From an optimization exercise on the open Yosys and OpenROAD flow, aimed at small area; shortcuts taken in it are not production practice.
The RTL was checked by simulation tests, not by an equivalence proof against the original design.
Power and IR drop assume default switching activity.

[design/flow/design.v]
`timescale 1ns/1ps
package sync_pkg;
	typedef logic [64-1:0]  data_word_t;
	typedef logic [8-1:0]  ctrl_byte_t;
	typedef logic [64-1:0]  time_t;
	typedef logic [4-1:0] port_mask_t;  
	typedef enum logic [8-1:0] {
		CTRL_SOF  = 8'hFF,
		CTRL_BODY = 8'h00,
		CTRL_EOF  = 8'h01
	} ctrl_code_t;
	typedef enum logic [1:0] {
		RX_IDLE,
		RX_WAIT_SOF,
		RX_BODY,
		RX_DONE
	} rx_state_t;
	typedef enum logic {
		TX_IDLE,
		TX_SEND
	} tx_state_t;
endpackage
`timescale 1ns/1ps
module sync_inc #(parameter int W = 64, parameter int B = 8) (
	input  logic [W-1:0] a,
	input  logic         cin,
	output logic [W-1:0] s
);
	localparam int NB = (W + B - 1) / B;
	logic [NB:0] c;
	assign c[0] = cin;
	for (genvar j = 0; j < NB; j++) begin : g_blk
		localparam int LO = j * B;
		localparam int HI = (LO + B > W) ? W - 1 : LO + B - 1;
		logic [HI-LO+1:0] r;
		assign r[0] = c[j];
		for (genvar i = LO; i <= HI; i++) begin : g_bit
			assign s[i]      = a[i] ^ r[i-LO];
			assign r[i-LO+1] = a[i] & r[i-LO];
		end
		assign c[j+1] = c[j] & (&a[HI:LO]);
	end
endmodule
module sync_add #(parameter int W = 64, parameter int B = 8) (
	input  logic [W-1:0] a,
	input  logic [W-1:0] b,
	input  logic         cin,
	output logic [W-1:0] s,
	output logic         cout
);
	localparam int NB = (W + B - 1) / B;
	logic [NB:0] c;
	assign c[0] = cin;
	assign cout = c[NB];
	for (genvar j = 0; j < NB; j++) begin : g_blk
		localparam int LO = j * B;
		localparam int HI = (LO + B > W) ? W - 1 : LO + B - 1;
		localparam int N  = HI - LO + 1;
		logic [N:0]   k;
		logic [N-1:0] s0;
		assign k[0] = (j == 0) ? cin : 1'b0;
		for (genvar i = 0; i < N; i++) begin : g_bit
			assign s0[i]  = a[LO+i] ^ b[LO+i] ^ k[i];
			assign k[i+1] = (a[LO+i] & b[LO+i]) | (a[LO+i] & k[i]) | (b[LO+i] & k[i]);
		end
		if (j == 0) begin : g_first
			assign s[HI:LO] = s0;
			assign c[j+1]   = k[N];
		end else begin : g_rest
			logic [N:0] r;
			assign r[0] = c[j];
			for (genvar i = 0; i < N; i++) begin : g_fix
				assign s[LO+i] = s0[i] ^ r[i];
				assign r[i+1]  = s0[i] & r[i];
			end
			assign c[j+1] = k[N] | (c[j] & (&s0));
		end
	end
endmodule
`timescale 1ns/1ps
module sync_event_ctrl (
	input  logic                                  clk,
	input  logic                                  rst,
	input  logic                                  master_mode,
	input  logic                                  slave_mode,
	input  sync_pkg::port_mask_t                  sync_rx_valid,
	input  logic [16-1:0]       sync_interval,
	input  logic [16-1:0]        sync_timeout,
	input  logic [32-1:0]          link_delay,
	input  sync_pkg::data_word_t                  sync_data,
	input  sync_pkg::ctrl_byte_t                  sync_ctrl,
	input  sync_pkg::port_mask_t                  sync_wr,
	input  sync_pkg::port_mask_t                  udp_rdy,
	output wire  [4*64-1:0]   udp_data,
	output wire  [4*8-1:0]   udp_ctrl,
	output wire  sync_pkg::port_mask_t            udp_wr,
	output sync_pkg::port_mask_t                  sync_rdy,
	output sync_pkg::time_t                       local_clk_counter,
	output sync_pkg::time_t                       global_time,
	output logic                                  sync_state
);
	localparam logic [1:0] ST_IDLE = 2'd0;
	localparam logic [1:0] ST_WAIT = 2'd1;
	localparam logic [1:0] ST_BODY = 2'd2;
	localparam logic [1:0] ST_OUT  = 2'd3;
	localparam logic [79:0] PORT_ID = 80'h0000_FF05_2345_6789_ABCD;
	localparam logic [47:0] MAC_DST = 48'h011B_1900_0000;
	localparam logic [47:0] MAC_SRC = 48'h3C97_0E0F_6857;
	logic [1:0]  st;
	logic [3:0]  cnt;
	sync_pkg::port_mask_t ingress_port;
	sync_pkg::port_mask_t wr_q;
	logic free, rx_done, word_valid, sof, granted, grant, mstart, tx_wr;
	assign free       = (st == ST_IDLE) || (st == ST_OUT && cnt == 4'd10);
	logic  done_q;      
	assign rx_done    = done_q;
	assign word_valid = |(sync_wr & ingress_port);
	assign sof        = word_valid && (sync_ctrl == sync_pkg::CTRL_SOF);
	assign granted    = (st == ST_WAIT) || (st == ST_BODY && !done_q);
	assign grant      = slave_mode && free && (sync_rx_valid != '0);
	assign tx_wr      = (st == ST_OUT) && (cnt != 4'd10);
	logic sync_tick;
	assign mstart = master_mode && free && sync_tick;
	always_ff @(posedge clk or posedge rst) begin
		if (rst) begin
			st           <= ST_IDLE;
			ingress_port <= '0;
			done_q       <= 1'b0;
		end else begin
			done_q <= (st == ST_BODY) && word_valid && (cnt == 4'd8);
			case (st)
				ST_WAIT: if (sof) st <= ST_BODY;
				ST_BODY: if (done_q) st <= ST_OUT;
				default: begin  
					if (st == ST_OUT && cnt != 4'd10)
						st <= ST_OUT;
					else if (grant)
						st <= ST_WAIT;
					else if (mstart)
						st <= ST_OUT;
					else
						st <= ST_IDLE;
				end
			endcase
			if (grant)
				ingress_port <= sync_rx_valid & (~sync_rx_valid + 1'b1);
		end
	end
	always_ff @(posedge clk) begin
		if ((st == ST_WAIT && sof) || (st == ST_BODY && done_q) || mstart)
			cnt <= 4'd1;
		else if ((st == ST_BODY && word_valid) || (st == ST_OUT && cnt != 4'd10))
			cnt <= cnt + 1'b1;
	end
	assign sync_rdy = granted ? ingress_port : '0;
	always_ff @(posedge clk or posedge rst) begin
		if (rst)
			wr_q <= '0;
		else
			wr_q <= udp_rdy & ~ingress_port & {4{tx_wr}};
	end
	assign udp_wr = wr_q;
	logic [31:0] a1, a2, a3, a4, a5, a6;
	logic [15:0] b1, b2, b3, b4, b5;
	logic [15:0] c1, c2, c3, c4, c5;
	logic        mode_q;   
	logic sof_wr, body_wr, sh_a, sh_b, sh_c;
	assign sof_wr  = (st == ST_WAIT) && sof;
	assign body_wr = (st == ST_BODY) && word_valid;
	assign sh_a = sof_wr ||
		(body_wr && (cnt == 4'd1 || cnt == 4'd2 || cnt == 4'd4 || cnt == 4'd7 || cnt == 4'd8)) ||
		(st == ST_OUT && !master_mode && (cnt == 4'd2 || cnt == 4'd3 || cnt == 4'd4 || cnt == 4'd6 || cnt == 4'd9));
	assign sh_b = sof_wr ||
		(body_wr && (cnt == 4'd1 || cnt == 4'd4 || cnt == 4'd7 || cnt == 4'd8)) ||
		(st == ST_OUT && !master_mode && (cnt == 4'd2 || cnt == 4'd3 || cnt == 4'd6 || cnt == 4'd9));
	assign sh_c = sof_wr ||
		(body_wr && (cnt == 4'd1 || cnt == 4'd3 || cnt == 4'd7 || cnt == 4'd8)) ||
		(st == ST_OUT && !master_mode && (cnt == 4'd2 || cnt == 4'd3 || cnt == 4'd5 || cnt == 4'd9));
	logic [63:0] hop_s;
	logic        is_w7;
	assign is_w7 = (st == ST_BODY) && (cnt == 4'd7);
	sync_add #(.W(64), .B(6)) i_hop_add (
		.a({c5, a6, b5}), .b({32'h0, is_w7 ? link_delay : 32'h0}), .cin(1'b0),
		.s(hop_s), .cout()
	);
	always_ff @(posedge clk) begin
		mode_q <= master_mode;
		if (sh_a || mstart)
			a1 <= master_mode ? local_clk_counter[63:32] : a2;
		if (sh_a) begin
			a2 <= a3;
			a3 <= a4;
			a4 <= a5;
			a5 <= hop_s[47:16];
			a6 <= sync_data[63:32];
		end
		if (sh_b || mstart)
			b1 <= master_mode ? local_clk_counter[31:16] : b2;
		if (sh_b) begin
			b2 <= b3;
			b3 <= b4;
			b4 <= hop_s[15:0];
			b5 <= sync_data[31:16];
		end
		if (sh_c || mstart)
			c1 <= master_mode ? local_clk_counter[15:0] : c2;
		if (sh_c) begin
			c2 <= c3;
			c3 <= c4;
			c4 <= hop_s[63:48];
			c5 <= sync_data[15:0];
		end
	end
	localparam sync_pkg::time_t RX_K = 64'd5536;
	sync_pkg::time_t gt_x, gt_y, gt_z, gt_s, gt_c, gt_next, cnt_inc;
	assign gt_x = rx_done ? {a5[15:0], b4, c4, a6[31:16]} : global_time;  
	assign gt_y = rx_done ? {c3, a4, b3} : '0;   
	assign gt_z = rx_done ? RX_K : 64'd8;
	assign gt_s = gt_x ^ gt_y ^ gt_z;
	assign gt_c = (gt_x & gt_y) | (gt_z & (gt_x ^ gt_y));
	sync_add #(.W(64), .B(5)) i_gt_add (
		.a(gt_s), .b({gt_c[62:0], 1'b0}), .cin(1'b0), .s(gt_next), .cout()
	);
	sync_inc #(.W(64)) i_cnt_inc (.a(local_clk_counter), .cin(1'b1), .s(cnt_inc));
	always_ff @(posedge clk or posedge rst) begin
		if (rst)
			local_clk_counter <= '0;
		else
			local_clk_counter <= cnt_inc;
	end
	always_ff @(posedge clk or posedge rst) begin
		if (rst)
			global_time <= '0;
		else
			global_time <= gt_next;
	end
	logic [6:0]                      us_cnt;
	logic                            us_wrap;
	logic [16-1:0] interval_cnt;
	logic [16-1:0]  timeout_cnt;
	logic                            timeout_open;
	assign us_wrap = (us_cnt == 7'h70);
	always_ff @(posedge clk) begin
		if (rst || us_wrap)
			us_cnt <= 7'h01;
		else
			us_cnt <= {us_cnt[5:0], us_cnt[6] ^ us_cnt[5]};
		if (rst || interval_cnt == sync_interval)
			interval_cnt <= '0;
		else if (us_wrap)
			interval_cnt <= interval_cnt + 1'b1;
		sync_tick <= !rst && (interval_cnt == sync_interval);
	end
	assign timeout_open = (timeout_cnt != sync_timeout);
	always_ff @(posedge clk) begin
		if (rst || rx_done)
			timeout_cnt <= '0;
		else if (sync_tick && timeout_open)
			timeout_cnt <= timeout_cnt + 1'b1;
	end
	always_ff @(posedge clk or posedge rst) begin
		if (rst)
			sync_state <= 1'b0;
		else
			sync_state <= master_mode || (slave_mode && timeout_open);
	end
	sync_pkg::data_word_t hd, tx_data;
	sync_pkg::ctrl_byte_t tx_ctrl;
	assign hd = {a1, b1, c1};
	always_comb begin
		case (cnt)
			4'd2: tx_data = hd;
			4'd3: tx_data = mode_q ? {MAC_DST, MAC_SRC[47:32]} : hd;
			4'd4: tx_data = {mode_q ? MAC_SRC[31:0] : hd[63:32], 16'h88F7, 12'h000, 4'h2};
			4'd5: tx_data = {16'h002C, 8'h00, 8'h00, 16'h0000, mode_q ? 16'h0000 : c1};
			4'd6: tx_data = {mode_q ? 48'h0 : hd[63:16], 16'h0000};
			4'd7: tx_data = {16'h0000, PORT_ID[79:32]};
			4'd8: tx_data = {PORT_ID[31:0], 16'h0000, 8'h00, 8'h7F};
			4'd9: tx_data = mode_q ? {16'h0000, hd[60:13]} : hd;
			default: tx_data = mode_q ? {hd[12:0], 51'h0} : hd;
		endcase
		if (cnt == 4'd2)
			tx_ctrl = sync_pkg::CTRL_SOF;
		else if (cnt == 4'd10)
			tx_ctrl = sync_pkg::CTRL_EOF;
		else
			tx_ctrl = sync_pkg::CTRL_BODY;
	end
	for (genvar p = 0; p < 4; p++) begin : g_port
		assign udp_data[p*64 +: 64] = tx_data;
		assign udp_ctrl[p*8 +: 8] = tx_ctrl;
	end
endmodule
[design/flow/config.mk]
export PLATFORM = sky130hd
export DESIGN_NAME = sync_event_ctrl
export DESIGN_NICKNAME = sync_event_ctrl
export VERILOG_FILES = /design/flow/design.v
export SDC_FILE = /design/flow/constraint.sdc
export NUM_CORES = 4
export LEC_CHECK = 0
export CAP_MARGIN = 20
export CORE_MARGIN = 2
export CORE_UTILIZATION = 55
export SLEW_MARGIN = 20
[design/flow/flow/run.sh]
#!/bin/bash
# Standard layout with two changes that only affect area:
# - every port is buffered by the smallest buffer cell instead of the
#   10 um2 delay buffer that buffer_ports picks by itself;
# - clock tree synthesis builds from small clock buffers, each driving up
#   to 8 flip-flops, and leaves out the dummy loads it adds to balance
#   leaf nets.
set -euo pipefail
export BUFFER_PORTS_ARGS="-buffer_cell sky130_fd_sc_hd__buf_1"
export CTS_ARGS="-sink_clustering_enable -repair_clock_nets -dont_use_dummy_load -buf_list {sky130_fd_sc_hd__clkbuf_4} -sink_clustering_size 8 -sink_clustering_max_diameter 60"
bash standard.sh > make_flow.log 2>&1
[design/flow/constraint.sdc]
create_clock -name core_clock -period 8.0 [get_ports {clk}]
set_input_delay 1.6000 -clock core_clock [delete_from_list [all_inputs] [get_ports {clk}]]
set_output_delay 1.6000 -clock core_clock [all_outputs]
set_load 0.01 [all_outputs]
[design/flow/standard.sh]
#!/bin/bash
# synth_recipe.tcl (not shown) runs the flow's synth.tcl, then flattens the netlist and writes it again
# the make line also repeats each setting of config.mk as NAME=value (left out here)
make -C /OpenROAD-flow-scripts/flow DESIGN_CONFIG=/design/flow/config.mk WORK_HOME=/design/flow/orfs CLKGATE_MAP_FILE= SYNTH_SCRIPT=/design/flow/synth_recipe.tcl "${@:-finish}"
==> summary.md, run 1 <==
| Metric | Value |
|---|---|
| DRT antenna net count | 0 |
| Post-DP HPWL | 66660 um |
| Clock slew at reported path FFs | ~0.09 ns |
| Critical Path AT | between 7 and 8 ns |
| Outcome | timing/DRC/antenna clean |
| WL per Instance | 27.30 um |
| Mux cell area share after synthesis | 5.442% |
| DRT Pass-1 Iters | 6 |
| Clock sinks | between 500 and 600 |
| Routability congestion estimate | approximately 0.94 |
| # resized after CTS | 0 |
| Post-Route WL | ~85000 um |
| Post-Synth Adder-Cell Area | roughly 17% |
| Predominant post-synthesis flop cell | edfxtp_1 |
| Power Density | 347.5 nW/um^2 |
| Max H-tree Level | 3 |
| Die area | 51840 um^2 |
| Leading area contributor after synthesis | edfxtp_1 |
| DP Worst Slack | 0.7690 ns |
| CTS max path bufs | 3 |
| Period utilization | 85.48% |
| Largest family of logic cells by synthesized area | adder cells |
| Maxcap violations | 0 |
| Fillers | 4065 |
| Number of CTS-inserted buffers | 77 |
| Root buf cell | clkbuf_4 |
| Crit path required time | 8.58 ns |
| Number of synthesized flops with an enable pin | 352 |
| Synth area leaders | edfxtp_1 38%, dfrtp_1 13%, ha_1 11% |
| Via count | around 18000 |
| Hold path cells | 0 |
| Post-Synth Simple-Gate Area | 7.352% |
| Row Count | 81 |
| YS warnings | 1 |
| Worst hold path class | reg -> reg |
| Sequential share of the synthesized area | 54.41% |
| Reg2reg path depth | 22 |
| Synthesis-to-layout area growth | 7.079% |
| TNS Setup | 0 ns |
| Ratio of cells with drive above 1 in the final layout | 9.872% |
| Worst hold path endpoint | a2[19] |
| Startpoint Class | register |
| Clock Skews | 0.07374 ns |
| FFs w/ async S/R, synth | approximately a quarter |
| Number of global-route vias before repair | 17190 |
| Initial antenna violation count | 8 |
| Detailed Route Iter0 Violations | 1318 |
| GRT Total Usage | 32.48% |
| Setup ws final | 1.162 ns |
| Xor/xnor share of the synthesized area | 2.801% |
| Syn_area_per_cell | 13.56 um^2 |
| Critical path type | reg -> reg |
| First-pass GRT wire length | approximately 120000 um |
| Yosys reg bits | between 500 and 600 |
| Final Setup Violations | 0 |
| VDD IR max | roughly 0.32 mV |
| Final hold violation count | 0 |
| Synth unique cells | 65 |
| Hold path startpoint | a3[19] |
| Fin nets | 2906 |
| FF-to-FF End | c4[11] |
| Fin crit period | 6.838 ns |
| Most common cell after layout, fill and taps aside | buf_1 |
| Reg-to-reg startpoint | st[0] |
| Slew Limit Headroom | 29.61% |
| Syn Inst Count | 2030 |
| Setup Buffers After CTS | 0 |
| Largest net degree at the start of global routing | 69 |
| FF-to-FF setup slack | 1.16 ns |
| Die Y | 227.7 um |
| Synth top area share | between 30% and 40% |
| Skew-Pair Late Insertion Delay | 0.84 ns |
| Slew @ Worst Pin | 1.056 ns |
| Core area | 49150 um^2 |
| CP max FO | 6 |
| Net Count, Synth | around 2500 |
| CTS tree | done |
| Residual DRC | 0 |
| RSZ-0062 raised after global routing | no |
| Port Buffers | 576 |
| Grt ovf | 0 |
| Via density | 5.672 |
| Max Clk Rate | approximately 150 MHz |
| Starting Density | a little under three fifths |
| CP endpoint kind | register |
| Slew Viols, Final | 0 |
| I/O pin cnt | 577 |
| Synth Cell Area | 27520 um^2 |
| Most frequent cells in the layout | 575 x buf_1, 352 x edfxtp_1, 240 x ha_1, 140 x inv_1, 139 x dfrtp_1 |
| Static Leak | 12.38 nW |
| Synth Area in Compound Gates | 4.528% |
| Die width | 227.7 um |
| CTS Hold Buffers Added | 0 |
[layout make-up]
type / count / area, um^2 / area share (%)
flip-flops and latches: 537 / 14980 / 50.83
multi-input cells: 1080 / 10210 / 34.65
repair buffers: 595 / 2322 / 7.880
well taps: 664 / 830.8 / 2.819
clock buffers: 77 / 578.1 / 1.962
inverters: 142 / 538.0 / 1.826
diodes: 4 / 10.01 / 0.03397
[metal layers]
layer | up-vias | wire length (um) | GRT usage, %
met5 | - | 50 | 0
met4 | 8 | 4214 | 16.15
met3 | 160 | 6268 | 7.764
met2 | 761 | 41450 | 53.22
met1 | 8842 | 32610 | 40.61
li1 | 7805 | - | -
[flip-flops by register name, summed over array words and instances (netlist names), 16 cells and up]
register / flops
c5: 16
a4: 32
b1: 16
timeout_cnt: 16
c2: 16
a3: 32
b3: 16
c4: 16
global_time: 64
a2: 32
interval_cnt: 16
a1: 32
a6: 32
b2: 16
c1: 16
local_clk_counter: 64
b4: 16
c3: 16
b5: 16
a5: 32
[how the worst max path moves through the flow]
| stage | start | endpoint | depth (start not counted) |
|---|---|---|---|
| finish | st[0] | c4[11] | 22 |
| global route | st[0] | c4[11] | 22 |
| CTS | st[0] | c4[10] | 21 |
| detailed placement | link_delay[6] | c4[11] | 21 |
| global placement | link_delay[6] | c4[10] | 20 |
| floorplan | sync_wr[2] | a2[0] | 5 |
[power by group]
part           internal (W)  switching [W]
Clock              0.000443       0.000891
Combinational       0.00134        0.00313
Sequential          0.00396       0.000476
Total               0.00574        0.00450
[cells by family (layout without fill, tap and decap cells)]
logic type,after synthesis,after routing
fa+ha+maj,321,321
mux,134,134
xor+xnor,88,88
flops,537,537
compound gates,162,162
other cells,0,4
simple gates,375,375
buf+inv,413,814
[synthesized netlist by cell type, types with 8 or more instances]
cell type	n
nand3_1	22
edfxtp_1	352
nor3_1	16
buf_1	11
nor4_1	11
a21oi_1	34
a21o_1	10
nand2_1	74
fa_1	81
a22o_1	13
nor2_1	68
o21ai_0	20
buf_4	222
dfrtp_1	140
inv_1	141
nor2b_1	14
mux2_2	125
clkbuf_1	38
a31oi_1	8
and2_1	67
ha_1	240
dfxtp_1	45
xnor2_1	15
a221o_1	44
or3_1	9
nand4_1	39
and3_1	25
xor2_1	73
mux2i_1	9
[stage by stage]
step           cell area (um^2)  cells  util (%)  power, W  hold WS [ns]
2_1_floorplan             27520   2030         -  0.007599        0.4003
3_3_place_gp              28870   3017     58.72  0.008874        0.4013
3_5_place_dp              28870   3017     58.72  0.008920        0.4045
4_1_cts                   29440   3094     59.90   0.01025        0.3828
5_1_grt                   29460   3096     59.94   0.01082        0.3836
6_report                  29470   3099     59.95   0.01024        0.3847
[worst max-delay path: stages (launching register included)]
cell and delay, ns:
dfrtp_1 0.42, inv_1 0.12, ha_1 0.51, inv_1 0.20
nor2_2 0.35, nand2_1 0.13, fa_1 0.46, fa_1 0.45
fa_1 0.44, fa_1 0.42, fa_1 0.51, or4b_4 0.57
o41ai_4 0.36, a21oi_2 0.18, o31ai_2 0.27, buf_4 0.19
and3_1 0.19, ha_1 0.16, ha_1 0.15, ha_1 0.15
ha_1 0.15, ha_1 0.16, xor2_1 0.06
==> run 2: changes to the inputs <==
--- a/design/flow/flow/run.sh
+++ b/design/flow/flow/run.sh
@@ -7,5 +7,5 @@
 #   leaf nets.
 set -euo pipefail
 export BUFFER_PORTS_ARGS="-buffer_cell sky130_fd_sc_hd__buf_1"
-export CTS_ARGS="-sink_clustering_enable -repair_clock_nets -dont_use_dummy_load -buf_list {sky130_fd_sc_hd__clkbuf_4} -sink_clustering_size 8 -sink_clustering_max_diameter 60"
+export CTS_ARGS="-sink_clustering_enable -repair_clock_nets -dont_use_dummy_load -buf_list {sky130_fd_sc_hd__clkbuf_4} -sink_clustering_size 8 -sink_clustering_max_diameter 50"
 bash standard.sh > make_flow.log 2>&1
--- a/design/flow/config.mk
+++ b/design/flow/config.mk
@@ -7,5 +7,5 @@
 export LEC_CHECK = 0
 export CAP_MARGIN = 20
 export CORE_MARGIN = 2
-export CORE_UTILIZATION = 55
+export CORE_UTILIZATION = 45
 export SLEW_MARGIN = 20
==> summary.md, run 2 <==
| Metric | Value |
|---|---|
| Final Power | 0.01041 W |
| Crit path required time | 8.57 ns |
| Maxcap violations | 0 |
| Power Density | 350.4 nW/um^2 |
| GRT Total Usage | 28.13% |
| Final hold violation count | 0 |
| Crit path launch | st[0] |
| Core area | 60360 um^2 |
| Post-DP HPWL | 71330 um |
| Gate power share | 43.5% |
| Die Y | 251.3 um |
| Fin crit period | 6.768 ns |
| CP endpoint kind | register |
| Startpoint Class | register |
| Reg-to-reg startpoint | st[0] |
| CTS max path bufs | 3 |
| Port Buffers | 576 |
| Post-Route WL | 89240 um |
| Root buf cell | clkbuf_4 |
| DP Worst Slack | 0.7726 ns |
| Slew @ Worst Pin | 1.104 ns |
| Clock power share | 13.6% |
| Setup ws final | 1.232 ns |
| First-pass GRT wire length | between 100000 and 150000 um |
| Yosys reg bits | 537 |
| Number of synthesized flops with an enable pin | 352 |
| Worst hold path class | reg -> reg |
| Slew Limit Headroom | ~26% |
| Max Clk Rate | about 150 MHz |
| FFs w/ async S/R, synth | a little over a quarter |
| Largest net degree at the start of global routing | 73 |
| Critical Path Max Stage Delay | 0.56 ns |
| Static Leak | 12.45 nW |
| Clock slew at reported path FFs | 0.09 ns |
| Net Count, Synth | around 2500 |
| Die width | 251.3 um |
| Synth top area share | between 30 and 40% |
| Via count | 17500 |
| Synth area leaders | edfxtp_1 38%, dfrtp_1 13%, ha_1 11% |
| I/O pin cnt | 577 |
| Setup Buffers After CTS | 0 |
| Outcome | timing/DRC/antenna clean |
| P_sw | 0.004614 W |
| Predominant post-synthesis flop cell | edfxtp_1 |
| Skew-Pair Late Insertion Delay | slightly below 0.9 ns |
| M1 wire length | 33490 um |
| Routability congestion estimate | ~0.93 |
| Clock Skews | between 0.1 and 0.15 ns |
| Synth top cells by count | 352 x edfxtp_1, 240 x ha_1, 222 x buf_4 |
| DRT Pass-1 Iters | 6 |
| TNS Setup | 0 ns |
| Length of routed met3 wiring | 5667 um |
| Critical Path AT | 7.34 ns |
| Synth Cell Area | approximately 28000 um^2 |
| Ratio of cells with drive above 1 in the final layout | 10.27% |
| Syn Inst Count | 2030 |
| CTS Hold Buffers Added | 0 |
| Initial antenna violation count | 4 |
| Fin nets | 2919 |
| DRT antenna net count | 0 |
| Die area | about 63000 um^2 |
| RSZ-0062 raised after global routing | no |
| FF-to-FF End | c4[11] |
| Reg2reg path depth | 22 |
| Crit path top cell by count | ha_1 |
| Cells along the critical path | inv_1 > ha_1 > inv_1 > nor2_1 > buf_4 > nand2_1 > fa_1 > fa_1 > fa_1 > fa_1 > fa_1 > or4b_4 > o41ai_4 > a21oi_2 > o31ai_2 > and3_1 > ha_1 > ha_1 > ha_1 > ha_1 > ha_1 > xor2_1 |
| Clock sinks | 537 |
| WL per Instance | 27.60 um |
| Reg power frac | 42.8% |
| Most frequent cells in the layout | 575 x buf_1, 352 x edfxtp_1, 240 x ha_1, 140 x inv_1, 139 x dfrtp_1 |
| Synthesis-to-layout area growth | 8.006% |
| Slew Viols, Final | 0 |
| Synth unique cells | 65 |
| DP Area | 29040 um^2 |
| Setup crit end | c4[11] |
| YS warnings | 1 |
| FF-to-FF setup slack | 1.23 ns |
| VDD IR max | 0.1827 mV |
| Period utilization | 84.60% |
| CP max FO | 5 |
| Number of global-route vias before repair | 17710 |
| Max H-tree Level | 3 |
| Grt ovf | 0 |
| Final Setup Violations | 0 |
| Leading area contributor after synthesis | edfxtp_1 |
| Starting Density | between 40% and 50% |
| Hold path startpoint | a5[27] |
| CP max-delay cell | or4b_4 |
| CTS tree | done |
| Critical path type | reg -> reg |
| Number of CTS-inserted buffers | 85 |
| Switching fraction of total power | 44.31% |
| Most common cell after layout, fill and taps aside | buf_1 |
| Residual DRC | 0 |
| Via density | roughly 5.4 |
| Sequential share of the synthesized area | 54.41% |
| Final Instance Area | 29720 um^2 |
| Top layer in use | met4 |
| # resized after CTS | 0 |
| Syn_area_per_cell | 13.56 um^2 |
| Largest registers | global_time (64), local_clk_counter (64) |
| Row Count | 90 |
| Detailed Route Iter0 Violations | 1293 |
| Internal Power | about 0.0058 W |
| Count leader, synth | edfxtp_1 |
| Met2 wire length | roughly 45000 um |
run 2: how the worst min path moves through the flow:
stage               endpoint  slack (ns)  depth (start not counted)
finish                a4[27]        0.40                          0
global route          a2[30]        0.42                          0
CTS                   a4[27]        0.41                          0
detailed placement    a2[16]        0.40                          0
global placement      a2[17]        0.40                          0
floorplan              a2[0]        0.40                          0
run 2: kinds of logic (layout without fill, tap and decap cells):
kind of cell / count (synthesis) / count (layout) / synth area share (%)
XOR/XNOR: 88 / 88 / 2.801
other: 0 / 7 / 0
AO/OA/AOI/OAI: 162 / 162 / 4.528
flip-flops: 537 / 537 / 54.41
buffers and inverters: 413 / 827 / 8.661
adder cells (fa/ha/maj): 321 / 321 / 16.80
multiplexers: 134 / 134 / 5.442
AND/OR/NAND/NOR: 375 / 375 / 7.352
run 2: critical path: cells and delay by family (launching register included):
| family | cells | cell delay (ns) |
|---|---|---|
| adders and majority gates | 11 | 3.53 |
| and+or+nand+nor | 4 | 1.10 |
| AOI/OAI and AO/OA | 3 | 0.94 |
| buffers and inverters | 3 | 0.51 |
| DFF | 1 | 0.40 |
| xor gates and xnor gates | 1 | 0.07 |
run 2: layout make-up:
class                      instances  area [um^2]
sequential                       537        14980
clock buffer                      85        638.1
fill                            5424        30630
tap                              782        978.4
inverter                         142        538.0
antenna                            7        17.52
timing repair buffer             600         2376
multi-input combinational       1080        10200
run 2: per-stage QoR:
step | std cells | utilization, % | hold WS (ns)
after global placement | 3140 | 48.11 | 0.4035
after floorplan | 2030 | - | 0.4003
after detailed placement | 3140 | 48.11 | 0.4045
after CTS | 3225 | 49.17 | 0.4061
final | 3233 | 49.25 | 0.4033
after global routing | 3231 | 49.24 | 0.4244
run 2: routing by layer:
layer / global-route usage (%) / vias to the layer above
li1: - / 7837
met1: 32.71 / 8806
met2: 49.40 / 693
met3: 6.388 / 167
met4: 13.04 / 0
met5: 0 / -
run 2: power groups by stage:
stage	clock, W	combinational, W	sequential (W)
6_report	0.00142	0.00454	0.00446
5_1_grt	0.00157	0.00488	0.00452
4_1_cts	0.00147	0.00456	0.00447
3_5_place_dp	0	0.00453	0.00453
3_3_place_gp	0	0.00451	0.00452
2_1_floorplan	0	0.00320	0.00440
==> run 3: changes to the inputs <==
--- a/design/flow/config.mk
+++ b/design/flow/config.mk
@@ -7,5 +7,5 @@
 export LEC_CHECK = 0
 export CAP_MARGIN = 20
 export CORE_MARGIN = 2
-export CORE_UTILIZATION = 45
+export CORE_UTILIZATION = 55
 export SLEW_MARGIN = 20
==> summary.md, run 3 <==
| Metric | Value |
|---|---|
| Internal Power | around 0.0057 W |
| Max Clk Rate | ~140 MHz |
| CP max FO | 6 |
| Largest registers | global_time (64), local_clk_counter (64) |
| FFs w/ async S/R, synth | roughly a quarter |
| Final Setup Violations | 0 |
| Switching fraction of total power | 43.92% |
| Static Leak | 12.39 nW |
| GRT Total Usage | 32.56% |
| Die width | 227.7 um |
| Synth top area share | 38.41% |
| DP Area | slightly below 30000 um^2 |
| DRT antenna net count | 0 |
| DRT Pass-1 Iters | 7 |
| Post-DP HPWL | 66660 um |
| Synth area leaders | edfxtp_1 38%, dfrtp_1 13%, ha_1 11% |
| Die area | 51840 um^2 |
| Outcome | timing/DRC/antenna clean |
| Clock Skews | 0.06877 ns |
| Clock power share | between 10% and 20% |
| Ratio of cells with drive above 1 in the final layout | under 10% |
| Maxcap violations | 0 |
| CTS tree | done |
| Crit path required time | 8.57 ns |
| Fin util | 59.95% |
| Synth unique cells | 65 |
| Via density | between 5 and 6 |
| Number of global-route vias before repair | 17260 |
| RSZ-0062 raised after global routing | no |
| Predominant post-synthesis flop cell | edfxtp_1 |
| Worst hold path class | reg -> reg |
| Clock slew at reported path FFs | 0.10 ns |
| Gate power share | 43.5% |
| Detailed Route Iter0 Violations | around 1200 |
| Setup Buffers After CTS | 0 |
| CTS Hold Buffers Added | 0 |
| Slew @ Worst Pin | 1.136 ns |
| First-pass GRT wire length | 117100 um |
| TNS Setup | 0 ns |
| YS warnings | 1 |
| Syn_area_per_cell | 13.56 um^2 |
| Slew Viols, Final | 0 |
| Via count | 17570 |
| Net Count, Synth | about 2500 |
| Max H-tree Level | 3 |
| Most common cell after layout, fill and taps aside | buf_1 |
| Power Density | 347.9 nW/um^2 |
| Fin crit period | 6.955 ns |
| Die Y | 227.7 um |
| Clock sinks | approximately 540 |
| Row Count | 81 |
| Count leader, synth | edfxtp_1 |
| Syn Inst Count | 2030 |
| Synthesis-to-layout area growth | 7.083% |
| Reg power frac | 43.3% |
| Root buf cell | clkbuf_4 |
| Sequential share of the synthesized area | between 50% and 60% |
| Grt ovf | 0 |
| Final hold violation count | 0 |
| Number of CTS-inserted buffers | 79 |
| Startpoint Class | register |
| CP endpoint kind | register |
| Critical path type | reg -> reg |
| Most frequent cells in the layout | 575 x buf_1, 352 x edfxtp_1, 240 x ha_1, 140 x inv_1, 139 x dfrtp_1 |
| Initial antenna violation count | 6 |
| Final Instance Area | 29470 um^2 |
| Synth Cell Area | 27520 um^2 |
| DP Worst Slack | a little under 0.8 ns |
| WL per Instance | 27.27 um |
| Largest net degree at the start of global routing | 69 |
| Yosys reg bits | 537 |
| Residual DRC | 0 |
| Fin nets | 2907 |
| CTS max path bufs | 3 |
| # resized after CTS | 0 |
| Starting Density | 55.99% |
| Post-Route WL | 84520 um |
| Period utilization | 86.94% |
| Port Buffers | 576 |
| Synth top cells by count | 352 x edfxtp_1, 240 x ha_1, 222 x buf_4 |
| Routability congestion estimate | ~0.94 |
| Skew-Pair Late Insertion Delay | between 0.8 and 0.9 ns |
| Number of synthesized flops with an enable pin | ~350 |
| Slew Limit Headroom | 23.46% |
| VDD IR max | 0.3199 mV |
| Leading area contributor after synthesis | edfxtp_1 |
| Critical Path AT | ~7.5 ns |
| P_sw | 0.004502 W |
| I/O pin cnt | 577 |
| Setup ws final | 1.045 ns |
| Core area | 49150 um^2 |
| Hold_ws | roughly 0.38 ns |
## run 3: final cells by class
| cell class | instances | area (um^2) |
|---|---|---|
| well taps | 664 | 830.8 |
| multi-input cells | 1080 | 10210 |
| inverters | 142 | 538.0 |
| flip-flops and latches | 537 | 14980 |
| repair buffers | 594 | 2311 |
| diodes | 3 | 7.507 |
| clock buffers | 79 | 593.1 |
| fillers | 4058 | 19680 |
## run 3: per-layer routing
layer	global-route usage, %	vias to the layer above	routed length (um)
li1	-	7808	-
met1	40.49	8785	32440
met5	0	-	27
met3	8.124	210	6310
met4	17.94	4	5076
met2	52.51	765	40670
## run 3: path summary, 6_finish.rpt
check | from | end | slack [ns] | depth (start not counted)
min reg2reg | a5[20] | a4[20] | 0.38 | 0
max reg2reg | st[0] | c4[11] | 1.05 | 22
min in group asynchronous | rst | local_clk_counter[0] | 0.90 | 3
max | st[0] | c4[11] | 1.05 | 22
max in group asynchronous | rst | global_time[13] | 5.11 | 5
min | a5[20] | a4[20] | 0.38 | 0
## run 3: cells by family (layout without fill, tap and decap cells)
logic type / count (synthesis) / count (layout) / share of synthesized area [%]
buffers and inverters: 413 / 815 / 8.661
XOR/XNOR: 88 / 88 / 2.801
other: 0 / 3 / 0
flip-flops: 537 / 537 / 54.41
multiplexers: 134 / 134 / 5.442
AO/OA/AOI/OAI: 162 / 162 / 4.528
adder cells (fa/ha/maj): 321 / 321 / 16.80
AND/OR/NAND/NOR: 375 / 375 / 7.352
## run 3: stage by stage
| stage | total power, W | cells |
|---|---|---|
| after floorplan | 0.007599 | 2030 |
| after global placement | 0.008874 | 3017 |
| after detailed placement | 0.008920 | 3017 |
| after CTS | 0.01027 | 3096 |
| after global routing | 0.01084 | 3098 |
| final | 0.01025 | 3099 |
## run 3: critical path, stage by stage, from the launching register on
cell and delay (ns):
dfrtp_1 0.42, inv_1 0.12, ha_1 0.55, inv_1 0.21, nor2_2 0.35, nand2_1 0.13, fa_1 0.46, fa_1 0.45
fa_1 0.44, fa_1 0.42, fa_1 0.51, or4b_4 0.57, o41ai_4 0.37, a21oi_2 0.18, o31ai_2 0.27, buf_4 0.20
and3_1 0.20, ha_1 0.16, ha_1 0.15, ha_1 0.15, ha_1 0.15, ha_1 0.16, xor2_1 0.07
## run 3: power groups by stage
stage	Combinational [W]	Clock, W	Sequential, W
floorplan	0.00320	0	0.00440
finish	0.00446	0.00135	0.00444
global route	0.00484	0.00150	0.00450
global placement	0.00439	0	0.00448
detailed placement	0.00442	0	0.00450
CTS	0.00444	0.00139	0.00444
==> run 4: changes to the inputs <==
--- a/design/flow/design.v
+++ b/design/flow/design.v
@@ -221,7 +221,7 @@
 	sync_add #(.W(64), .B(5)) i_gt_add (
 		.a(gt_s), .b({gt_c[62:0], 1'b0}), .cin(1'b0), .s(gt_next), .cout()
 	);
-	sync_inc #(.W(64)) i_cnt_inc (.a(local_clk_counter), .cin(1'b1), .s(cnt_inc));
+	sync_inc #(.W(64), .B(12)) i_cnt_inc (.a(local_clk_counter), .cin(1'b1), .s(cnt_inc));
 	always_ff @(posedge clk or posedge rst) begin
 		if (rst)
 			local_clk_counter <= '0;
==> summary.md, run 4 <==
| Metric | Value |
|---|---|
| Outcome | timing/DRC/antenna clean |
| Via density | 5.678 |
| WL per Instance | 26.31 um |
| Starting Density | 55.42% |
| DRT Pass-1 Iters | 5 |
| Net Count, Synth | 2511 |
| RSZ-0062 raised after global routing | no |
| Die area | 52050 um^2 |
| Via count | 17670 |
| CTS Hold Buffers Added | 0 |
| Most common cell after layout, fill and taps aside | buf_1 |
| FFs w/ async S/R, synth | around a quarter |
| Sequential share of the synthesized area | a little over half |
| Ratio of cells with drive above 1 in the final layout | 10.14% |
| Static Leak | 12.39 nW |
| Fin nets | 2913 |
| Skew-Pair Late Insertion Delay | 0.84 ns |
| Die Y | between 200 and 250 um |
| Grt ovf | 0 |
| Detailed Route Iter0 Violations | 1558 |
| GRT Total Usage | 31.51% |
| Synth Area in Compound Gates | 4.546% |
| Yosys reg bits | 537 |
| CP endpoint kind | register |
| Final Power | approximately 0.010 W |
| Leading area contributor after synthesis | edfxtp_1 |
| Port Buffers | about 580 |
| Final Setup Violations | 0 |
| Xor/xnor share of the synthesized area | 2.821% |
| Most frequent cells in the layout | 575 x buf_1, 352 x edfxtp_1, 242 x ha_1, 139 x dfrtp_1, 138 x inv_1 |
| CP max FO | 21 |
| Clock Skews | 0.08075 ns |
| VDD IR max | 0.2864 mV |
| TNS Setup | 0 ns |
| Largest family of logic cells by synthesized area | adder cells |
| Setup Buffers After CTS | 0 |
| Startpoint Class | register |
| Synth unique cells | roughly 70 |
| CTS max path bufs | 3 |
| Predominant post-synthesis flop cell | edfxtp_1 |
| Clock sinks | 537 |
| Power Density | 354.2 nW/um^2 |
| Synth top area share | a little under two fifths |
| Syn_area_per_cell | 13.57 um^2 |
| CTS tree | done |
| First-pass GRT wire length | 118100 um |
| Post-DP HPWL | about 64000 um |
| Maxcap violations | 0 |
| Clock slew at reported path FFs | ~0.1 ns |
| Post-Route WL | 81890 um |
| Count leader, synth | edfxtp_1 |
| # resized after CTS | 0 |
| Slew @ Worst Pin | 1.036 ns |
| Die width | 228.1 um |
| Number of synthesized flops with an enable pin | approximately 350 |
| Routability congestion estimate | 0.9500 |
| Synthesis-to-layout area growth | 7.041% |
| Slew Limit Headroom | between 30 and 40% |
| Post-Synth Adder-Cell Area | between 10% and 20% |
| Syn Inst Count | 2036 |
| Row Count | 82 |
| Critical path type | reg -> reg |
| Synth area leaders | edfxtp_1 38%, dfrtp_1 13%, ha_1 11% |
| Largest net degree at the start of global routing | 77 |
| Residual DRC | 0 |
| Final hold violation count | 0 |
| Number of CTS-inserted buffers | 81 |
| Crit path required time | 8.57 ns |
| YS warnings | 1 |
| Critical Path AT | between 7 and 8 ns |
| Largest registers | global_time (64), local_clk_counter (64) |
| Core area | 49860 um^2 |
| I/O pin cnt | roughly 580 |
| Synth Cell Area | 27630 um^2 |
| Number of global-route vias before repair | 17710 |
| Initial antenna violation count | 3 |
| Slew Viols, Final | 0 |
| Root buf cell | clkbuf_4 |
| DRT antenna net count | 0 |
| Worst hold path class | reg -> reg |
| Mux cell area share after synthesis | 5.348% |
| Max H-tree Level | 3 |
| Post-Synth Simple-Gate Area | 7.621% |
| Fin crit period | 7.129 ns |
| Synth top cells by count | 352 x edfxtp_1, 242 x ha_1, 223 x buf_4 |
| Period utilization | 89.11% |
| Max Clk Rate | 140.3 MHz |
## run 4: layer usage
metal,wire [um],global-route usage [%]
met3,5865,7.313
met1,34400,42.03
met2,37940,49.68
met5,108,0
met4,3569,13.73
## run 4: layout make-up
type / count / area [um^2]
Clock buffer: 81 / 608.1
Inverter: 139 / 526.8
Multi-Input combinational cell: 1087 / 10310
Antenna cell: 4 / 10.01
Tap cell: 672 / 840.8
Timing Repair Buffer: 592 / 2303
Sequential cell: 537 / 14980
Fill cell: 4094 / 20280
## run 4: cells by family (layout without fill, tap and decap cells)
| family | count (synthesis) | count (layout) |
|---|---|---|
| adder cells (fa/ha/maj) | 323 | 323 |
| other | 0 | 4 |
| multiplexers | 132 | 132 |
| AND/OR/NAND/NOR | 381 | 381 |
| buffers and inverters | 412 | 812 |
| XOR/XNOR | 89 | 89 |
| flip-flops | 537 | 537 |
| AO/OA/AOI/OAI | 162 | 162 |
## run 4: critical path, cell delays in order, from the launching register on
cell	delay, ns
dfxtp_1	0.42
ha_1	0.51
and3_1	0.73
buf_4	0.36
and2_1	0.16
ha_1	0.14
inv_1	0.05
fa_1	0.41
fa_1	0.43
fa_1	0.43
fa_1	0.44
fa_1	0.56
nand2b_1	0.14
nor4b_2	0.05
a21oi_1	0.39
o31ai_1	0.22
a21o_1	0.23
ha_1	0.20
ha_1	0.20
ha_1	0.21
ha_1	0.20
ha_1	0.20
xor2_1	0.14
## run 4: worst paths after layout
kind,from,end,slack (ns),cells past startpoint
min reg2reg,c4[5],c3[5],0.41,0
max in group asynchronous,rst,done_q,5.33,3
max reg2reg,cnt[0],a5[25],0.87,22
min,c4[5],c3[5],0.41,0
min in group asynchronous,rst,wr_q[1],1.21,2
max,cnt[0],a5[25],0.87,22
## run 4: power by group
| group | internal, W | switching, W | total (W) |
|---|---|---|---|
| registers | 0.00407 | 0.000575 | 0.00464 |
| logic | 0.00137 | 0.00310 | 0.00447 |
| clock network | 0.000465 | 0.000898 | 0.00136 |
## run 4: through the flow
step | worst slack, ns | instances | hold slack [ns] | utilization (%) | cell area, um^2
finish | 0.8709 | 3112 | 0.4073 | 59.32 | 29580
global route | 0.4599 | 3109 | 0.4253 | 59.30 | 29570
CTS | 0.8257 | 3107 | 0.4119 | 59.24 | 29540
floorplan | 0.5278 | 2036 | 0.4003 | - | 27630
global placement | 1.111 | 3026 | 0.4019 | 58.02 | 28930
detailed placement | 0.8694 | 3026 | 0.4045 | 58.02 | 28930
==> run 5: changes to the inputs <==
--- a/design/flow/config.mk
+++ b/design/flow/config.mk
@@ -7,5 +7,6 @@
 export LEC_CHECK = 0
 export CAP_MARGIN = 20
 export CORE_MARGIN = 2
-export CORE_UTILIZATION = 55
+export CORE_UTILIZATION = 65
+export PLACE_DENSITY = 0.75
 export SLEW_MARGIN = 20
==> summary.md, run 5 <==
| Metric | Value |
|---|---|
| Most common cell after layout, fill and taps aside | buf_1 |
| WL per Instance | 27.77 um |
| Switching fraction of total power | around 45% |
| Clock power share | 12.5% |
| Fillers | 3058 |
| Synthesis-to-layout area growth | 6.421% |
| Via density | 6.117 |
| Crit path top cell by count | ha_1 |
| Critical Path AT | 7.53 ns |
| Kind of cell adding the most delay to the critical path | adder cells |
| Syn_area_per_cell | 13.57 um^2 |
| P_sw | 0.004738 W |
| CTS max path bufs | 3 |
| GRT Total Usage | 37.46% |
| Synth Cell Area | between 20000 and 30000 um^2 |
| Number of global-route vias before repair | 17760 |
| Count leader, synth | edfxtp_1 |
| Met2 wire length | 36560 um |
| Max Clk Rate | 142.1 MHz |
| VDD IR max | around 0.21 mV |
| Die Y | between 200 and 250 um |
| FFs w/ async S/R, synth | 26.07% |
| Port Buffers | 576 |
| M1 wire length | 32220 um |
| Routability congestion estimate | 0.9834 |
| Leading area contributor after synthesis | edfxtp_1 |
| Final hold violation count | 0 |
| Power Density | between 300 and 400 nW/um^2 |
| Hold path startpoint | a4[9] |
| Post-Route WL | slightly above 80000 um |
| Synth unique cells | 72 |
| Via count | about 18000 |
| # resized after CTS | 0 |
| DRT antenna net count | 0 |
| Largest net degree at the start of global routing | 86 |
| Core area | 41950 um^2 |
| Period utilization | 87.96% |
| Critical Path Max Stage Delay | ~0.63 ns |
| Ratio of cells with drive above 1 in the final layout | roughly a tenth |
| Predominant post-synthesis flop cell | edfxtp_1 |
| Syn Inst Count | 2036 |
| Reg2reg path depth | 23 |
| Setup Buffers After CTS | 0 |
| Row Count | 75 |
| TNS Setup | 0 ns |
| Yosys reg bits | 537 |
| Root buf cell | clkbuf_4 |
| Synth area leaders | edfxtp_1 38%, dfrtp_1 13%, ha_1 11% |
| Startpoint Class | register |
| Static Leak | roughly 12 nW |
| Fin nets | 2912 |
| I/O pin cnt | 577 |
| Worst hold path endpoint | a3[9] |
| CP max FO | 20 |
| Clock Skews | between 0.1 and 0.15 ns |
| Die width | roughly 210 um |
| Net Count, Synth | 2511 |
| Die area | 44180 um^2 |
| DRT Pass-1 Iters | 5 |
| Detailed Route Iter0 Violations | 1901 |
| First-pass GRT wire length | 117300 um |
| Most frequent cells in the layout | 575 x buf_1, 352 x edfxtp_1, 242 x ha_1, 139 x dfrtp_1, 138 x inv_1 |
| FF-to-FF setup slack | 0.96 ns |
| Length of routed met3 wiring | 9802 um |
| CP max-delay cell | and3_1 |
| Crit path required time | around 8.5 ns |
| Number of synthesized flops with an enable pin | 352 |
| CP endpoint kind | register |
| Largest registers | global_time (64), local_clk_counter (64) |
| Clock slew at reported path FFs | roughly 0.09 ns |
| Max H-tree Level | 3 |
| Reg-to-reg startpoint | cnt[3] |
| Synth top area share | 38.25% |
| Critical path type | reg -> reg |
| Skew-Pair Late Insertion Delay | 0.80 ns |
| Maxcap violations | 0 |
| FF-to-FF End | c4[11] |
| Clock sinks | around 540 |
| CTS tree | done |
| Slew Viols, Final | 0 |
| YS warnings | 1 |
| Fin util | approximately 70% |
| Cells along the critical path | buf_4 > nor2b_1 > and3_1 > buf_4 > and2_1 > ha_1 > inv_1 > fa_1 > fa_1 > fa_1 > fa_1 > fa_1 > nand2b_1 > nor4b_2 > a21oi_1 > o21ai_2 > and3_1 > ha_1 > ha_1 > ha_1 > ha_1 > ha_1 > xor2_1 |
| Fin crit period | 7.037 ns |
| Gate power share | 43.6% |
| Residual DRC | 0 |
| Synth top cells by count | 352 x edfxtp_1, 242 x ha_1, 223 x buf_4 |
| RSZ-0062 raised after global routing | no |
| Reg power frac | 43.9% |
| Grt ovf | 0 |
| Slew @ Worst Pin | 0.9662 ns |
| Top layer in use | met4 |
| Initial antenna violation count | 5 |
| Final Setup Violations | 0 |
| CTS Hold Buffers Added | 0 |
| Worst hold path class | reg -> reg |
| Internal Power | 0.005899 W |
| Outcome | timing/DRC/antenna clean |
| Starting Density | 65.88% |
| Number of CTS-inserted buffers | 78 |
| Slew Limit Headroom | about 35% |
| Sequential share of the synthesized area | between 50% and 60% |
| Post-DP HPWL | about 65000 um |
| Hold path cells | 0 |
| CP bufs+invs | 3 |
-- run 5: cell counts after synthesis --
No cell type changed its count.
-- run 5: worst max path at each step --
stage / startpoint / end / slack (ns) / cells after the start
after global placement: cnt[3] / a5[25] / 1.15 / 23
after floorplan: sync_wr[0] / a2[0] / 0.53 / 5
after detailed placement: cnt[3] / a5[25] / 1.03 / 23
after global routing: cnt[3] / c4[5] / 0.59 / 23
after CTS: cnt[3] / c4[11] / 0.93 / 23
final: cnt[3] / c4[11] / 0.96 / 23
-- run 5: worst reg2reg max path, cell delays in order, from the launching register on --
cell,delay (ns)
dfxtp_1,0.30
buf_4,0.19
nor2b_1,0.48
and3_1,0.63
buf_4,0.35
and2_1,0.17
ha_1,0.14
inv_1,0.05
fa_1,0.41
fa_1,0.42
fa_1,0.43
fa_1,0.44
fa_1,0.57
nand2b_1,0.14
nor4b_2,0.05
a21oi_1,0.38
o21ai_2,0.20
and3_1,0.21
ha_1,0.20
ha_1,0.20
ha_1,0.20
ha_1,0.20
ha_1,0.20
xor2_1,0.16
-- run 5: kinds of logic after synthesis --
group | count (synthesis) | share of synthesized area, %
compound gates | 162 | 4.546
xor+xnor | 89 | 2.821
fa+ha+maj | 323 | 16.83
buf+inv | 412 | 8.648
flops | 537 | 54.19
mux | 132 | 5.348
simple gates | 381 | 7.621
-- run 5: power by group through the flow --
stage               registers (W)  clock network, W  logic, W
floorplan                 0.00453                 0   0.00328
global placement          0.00470                 0   0.00441
detailed placement        0.00471                 0   0.00447
CTS                       0.00465           0.00135   0.00450
global route              0.00471           0.00145   0.00490
finish                    0.00467           0.00133   0.00464
-- run 5: per-layer routing --
layer,up-vias,GRT usage [%]
li1,7826,-
met1,9100,50.16
met2,1088,55.46
met3,214,12.54
met4,0,18.15
met5,-,0
-- run 5: final cells by class --
type	count	area (um^2)	share of cell area (%)
antenna	6	15.01	0.05106
clock buffer	78	585.6	1.991
inverter	139	526.8	1.791
multi-input combinational	1087	10300	35.04
sequential	537	14980	50.93
tap	539	674.4	2.293
timing repair buffer	594	2323	7.901
-- run 5: stage by stage --
stage | hold slack, ns | power (W) | setup WS, ns | std cells | cell area [um^2]
6_report | 0.4045 | 0.01064 | 0.9634 | 2980 | 29410
5_1_grt | 0.3968 | 0.01106 | 0.5889 | 2976 | 29400
4_1_cts | 0.3871 | 0.01051 | 0.9266 | 2973 | 29370
3_5_place_dp | 0.4045 | 0.009181 | 1.030 | 2895 | 28790
3_3_place_gp | 0.4015 | 0.009112 | 1.152 | 2895 | 28790
2_1_floorplan | 0.4003 | 0.007813 | 0.5278 | 2036 | 27630

## re-timing with driven ports
The flow's constraints put no driver on any port. The routed layouts listed below were extracted and timed again, unchanged, in two steps.
Step 1, drivers: a clkbuf_16 drives clk and a buf_2 each remaining input, both assumed.
Step 2 times the ports against the registers' clock, not the clock port: input delays grow and output delays shrink by t, the midpoint of the rising clock arrivals with the driver on.
Three values: ideal, step 1, step 2; two values: the first two.
run	t, ns	setup slack, ns	worst setup path at the end	worst register clock-pin slew, ns	worst slew at a driven data input, ns
run 1	0.863	1.162 / 1.162 / 0.842	input to register	0.11 / 0.11	0.12
run 2	0.858	1.232 / 1.232 / 0.860	input to register	0.10 / 0.10	0.06
run 3	0.877	1.045 / 1.045 / 0.788	input to register	0.10 / 0.10	0.13
run 4	0.859	0.871 / 0.871 / 0.871	register to register	0.10 / 0.10	0.08
run 5	0.808	0.963 / 0.963 / 0.963	register to register	0.10 / 0.10	0.08
After both steps setup and hold are still met in every run listed. The setup slack of run 2, which loses most, moves by 0.000 ns with the drivers and by -0.372 ns with both steps.
